Source: an optimization exercise on an open RTL-to-GDS flow (aim: small area). Production flows keep margins and buffers that such runs may drop. Function was checked by simulation only, so behaviour that the tests miss may differ from the original. The clock port is modelled as an ideal driver; clocking choices that lean on that would not hold on a real chip.

// http_date_to_epoch_parser
module http_date_to_epoch_parser (
   input  wire logic               clock,
   input  wire logic               reset,
   input  wire logic [7:0]         req_text_byte,
   input  wire logic               req_first,
   input  wire logic               req_push,
   output logic                    req_full,
   output logic [1:0]              rsp_status,
   output logic signed [39:0]      rsp_epoch_seconds,
   output logic                    rsp_empty,
   input  wire logic               rsp_pop,
   input  wire logic               csr_valid,
   output logic                    csr_ready,
   input  wire logic signed [17:0] csr_zone_offset
);
   localparam logic [2:0] P_IDLE = 3'd0;
   localparam logic [2:0] P_SKIP = 3'd1;
   localparam logic [2:0] P_DAY  = 3'd2;
   localparam logic [2:0] P_MON  = 3'd3;
   localparam logic [2:0] P_YEAR = 3'd4;
   localparam logic [2:0] P_TIME = 3'd5;
   logic [2:0]  ph;
   logic [2:0]  cnt;
   logic        done;
   logic [6:0]  day_v, hour_v, min_v, sec_v;
   logic [3:0]  mc;
   logic [15:0] yb;
   logic        accept, first, is_sp, is_dig, take;
   logic [7:0]  ch;
   logic [3:0]  dg;
   logic [3:0]  vsel;
   logic [6:0]  acc10;
   logic [3:0]  mnext;
   logic        fin0, fin1, fin2, fin_any;
   assign ch     = req_text_byte;
   assign dg     = ch[3:0];
   assign accept = req_push && !req_full;
   assign first  = accept && req_first;
   assign is_sp  = (ch == 8'h20);
   assign is_dig = (ch[7:4] == 4'h3) && (ch[3:0] <= 4'd9);
   assign take   = is_dig && !done;
   always_comb begin
      if (ph == P_DAY)
         vsel = day_v[3:0];
      else if (cnt[2:1] == 2'b00)
         vsel = hour_v[3:0];
      else if (cnt[2] == 1'b0 || cnt == 3'd4)
         vsel = min_v[3:0];
      else if (cnt == 3'd6)
         vsel = 4'd0;
      else
         vsel = sec_v[3:0];
      acc10 = {vsel, 3'b000} + {2'b00, vsel, 1'b0} + {3'b000, dg};
   end
   always_comb begin
      mnext = 4'd15;
      case (cnt[1:0])
         2'd0: begin
            case (ch)
               8'h4A: mnext = 4'd0;    
               8'h46: mnext = 4'd1;    
               8'h4D: mnext = 4'd2;    
               8'h41: mnext = 4'd3;    
               8'h53: mnext = 4'd8;    
               8'h4F: mnext = 4'd9;    
  ...
Size: ~1900 cells after synthesis, about 530 flip-flops, about 77 I/O pins, ~0.019 mm^2 of cells after synthesis.
export LEC_CHECK = 0
export ABC_AREA = 1
export CAP_MARGIN = 20
export CORE_MARGIN = 2
export CORE_UTILIZATION = 75
export SLEW_MARGIN = 20
create_clock -name core_clock -period 8.0 [get_ports {clock}]
standard.sh (not shown) runs the stock make flow with config.mk's settings and CLKGATE_MAP_FILE= SYNTH_SCRIPT=/design/flow/synth_recipe.tcl, a recipe that flattens the netlist after the stock synthesis.
==> flow/flow/run.sh <==
#!/bin/bash
# Standard layout with two placement/CTS options changed:
#  - port buffers use the smallest buffer cell (every port still gets one);
#  - the clock tree is built without dummy load cells.
# Everything else, synthesis included, is the standard flow (standard.sh).
set -e
export BUFFER_PORTS_ARGS="-buffer_cell sky130_fd_sc_hd__buf_1"
export CTS_ARGS="-sink_clustering_enable -repair_clock_nets -dont_use_dummy_load -sink_clustering_size 30 -sink_clustering_max_diameter 100 -buf_list sky130_fd_sc_hd__clkbuf_16"
bash standard.sh > standard.log 2>&1
The first run completed with no timing, DRC or antenna violations.
Then changed:
--- a/flow/flow/run.sh
+++ b/flow/flow/run.sh
@@ -6,4 +6,4 @@
 set -e
 export BUFFER_PORTS_ARGS="-buffer_cell sky130_fd_sc_hd__buf_1"
-export CTS_ARGS="-sink_clustering_enable -repair_clock_nets -dont_use_dummy_load -sink_clustering_size 30 -sink_clustering_max_diameter 100 -buf_list sky130_fd_sc_hd__clkbuf_16"
+export CTS_ARGS="-sink_clustering_enable -repair_clock_nets -dont_use_dummy_load -sink_clustering_size 28 -sink_clustering_max_diameter 100 -buf_list sky130_fd_sc_hd__clkbuf_16"
 bash standard.sh > standard.log 2>&1
Outcome:
- The changed run finished with timing, DRC and antenna clean
- utilization barely changes
- synthesized cell count stays the same
- count of clock-buffer cells in the layout came out higher by 1
Then changed:
--- a/flow/flow/run.sh
+++ b/flow/flow/run.sh
@@ -6,4 +6,4 @@
 set -e
 export BUFFER_PORTS_ARGS="-buffer_cell sky130_fd_sc_hd__buf_1"
-export CTS_ARGS="-sink_clustering_enable -repair_clock_nets -dont_use_dummy_load -sink_clustering_size 28 -sink_clustering_max_diameter 100 -buf_list sky130_fd_sc_hd__clkbuf_16"
+export CTS_ARGS="-sink_clustering_enable -repair_clock_nets -dont_use_dummy_load -sink_clustering_size 24 -sink_clustering_max_diameter 100 -buf_list sky130_fd_sc_hd__clkbuf_16"
 bash standard.sh > standard.log 2>&1
CORE_UTILIZATION = 70   (was 75)
Result: Cell area grows by 0.47%; setup slack improved by 0.052 ns; final cell count grows by 0.65%; global-route usage shrinks by 3.7 points; clock-buffer cell count grows by 3; core utilization shrinks by 4.9 points; maximum frequency grows by 0.75%.
Then changed:
--- a/flow/flow/run.sh
+++ b/flow/flow/run.sh
@@ -6,4 +6,4 @@
 set -e
 export BUFFER_PORTS_ARGS="-buffer_cell sky130_fd_sc_hd__buf_1"
-export CTS_ARGS="-sink_clustering_enable -repair_clock_nets -dont_use_dummy_load -sink_clustering_size 24 -sink_clustering_max_diameter 100 -buf_list sky130_fd_sc_hd__clkbuf_16"
+export CTS_ARGS="-sink_clustering_enable -repair_clock_nets -dont_use_dummy_load -sink_clustering_size 28 -sink_clustering_max_diameter 100 -buf_list sky130_fd_sc_hd__clkbuf_16"
 bash standard.sh > standard.log 2>&1
CORE_UTILIZATION = 80   (was 70)
=>
- The changed run ran to the end with no violations
- hold slack loses 0.0071 ns
- synthesized cell count does not change
- worst setup slack is worse by 0.39 ns
- via count rose by 7.1%
- clock-buffer cell count falls by 3
- wire length rose by 15%
- global-route usage rose by 8.7 points
- cell area drops by about 0.5%

## separate check: timing with driven ports
Ports are ideal in the flow. The routed layouts listed here were re-timed in OpenROAD.
Step 1 (the two cells are an assumption about what drives the block):
set clk [get_ports {clock}]
set_driving_cell -lib_cell sky130_fd_sc_hd__clkbuf_16 $clk
set_driving_cell -lib_cell sky130_fd_sc_hd__buf_2 [delete_from_list [all_inputs] $clk]
Step 2 also shifts input and output timing later by t, the mid clock arrival at the registers, as if the neighbouring blocks saw the same clock.
Three values: ideal, step 1, step 2; two values: the first two.
run	t, ns	setup slack, ns	slew at the worst register clock pin (ns)	worst data-port slew with drivers (ns)
the first run	0.588	0.849 / 0.849 / 0.657	0.12 / 0.12	0.05
the second run	0.586	0.936 / 0.936 / 0.706	0.11 / 0.11	0.05
the third run	0.601	0.989 / 0.989 / 0.732	0.10 / 0.10	0.04
the fourth run	0.591	0.603 / 0.603 / 0.423	0.11 / 0.11	0.04
After both steps every run listed still meets setup and hold. The setup slack of the third run, which loses most, moves by 0.000 ns with the drivers and by -0.257 ns with both steps.
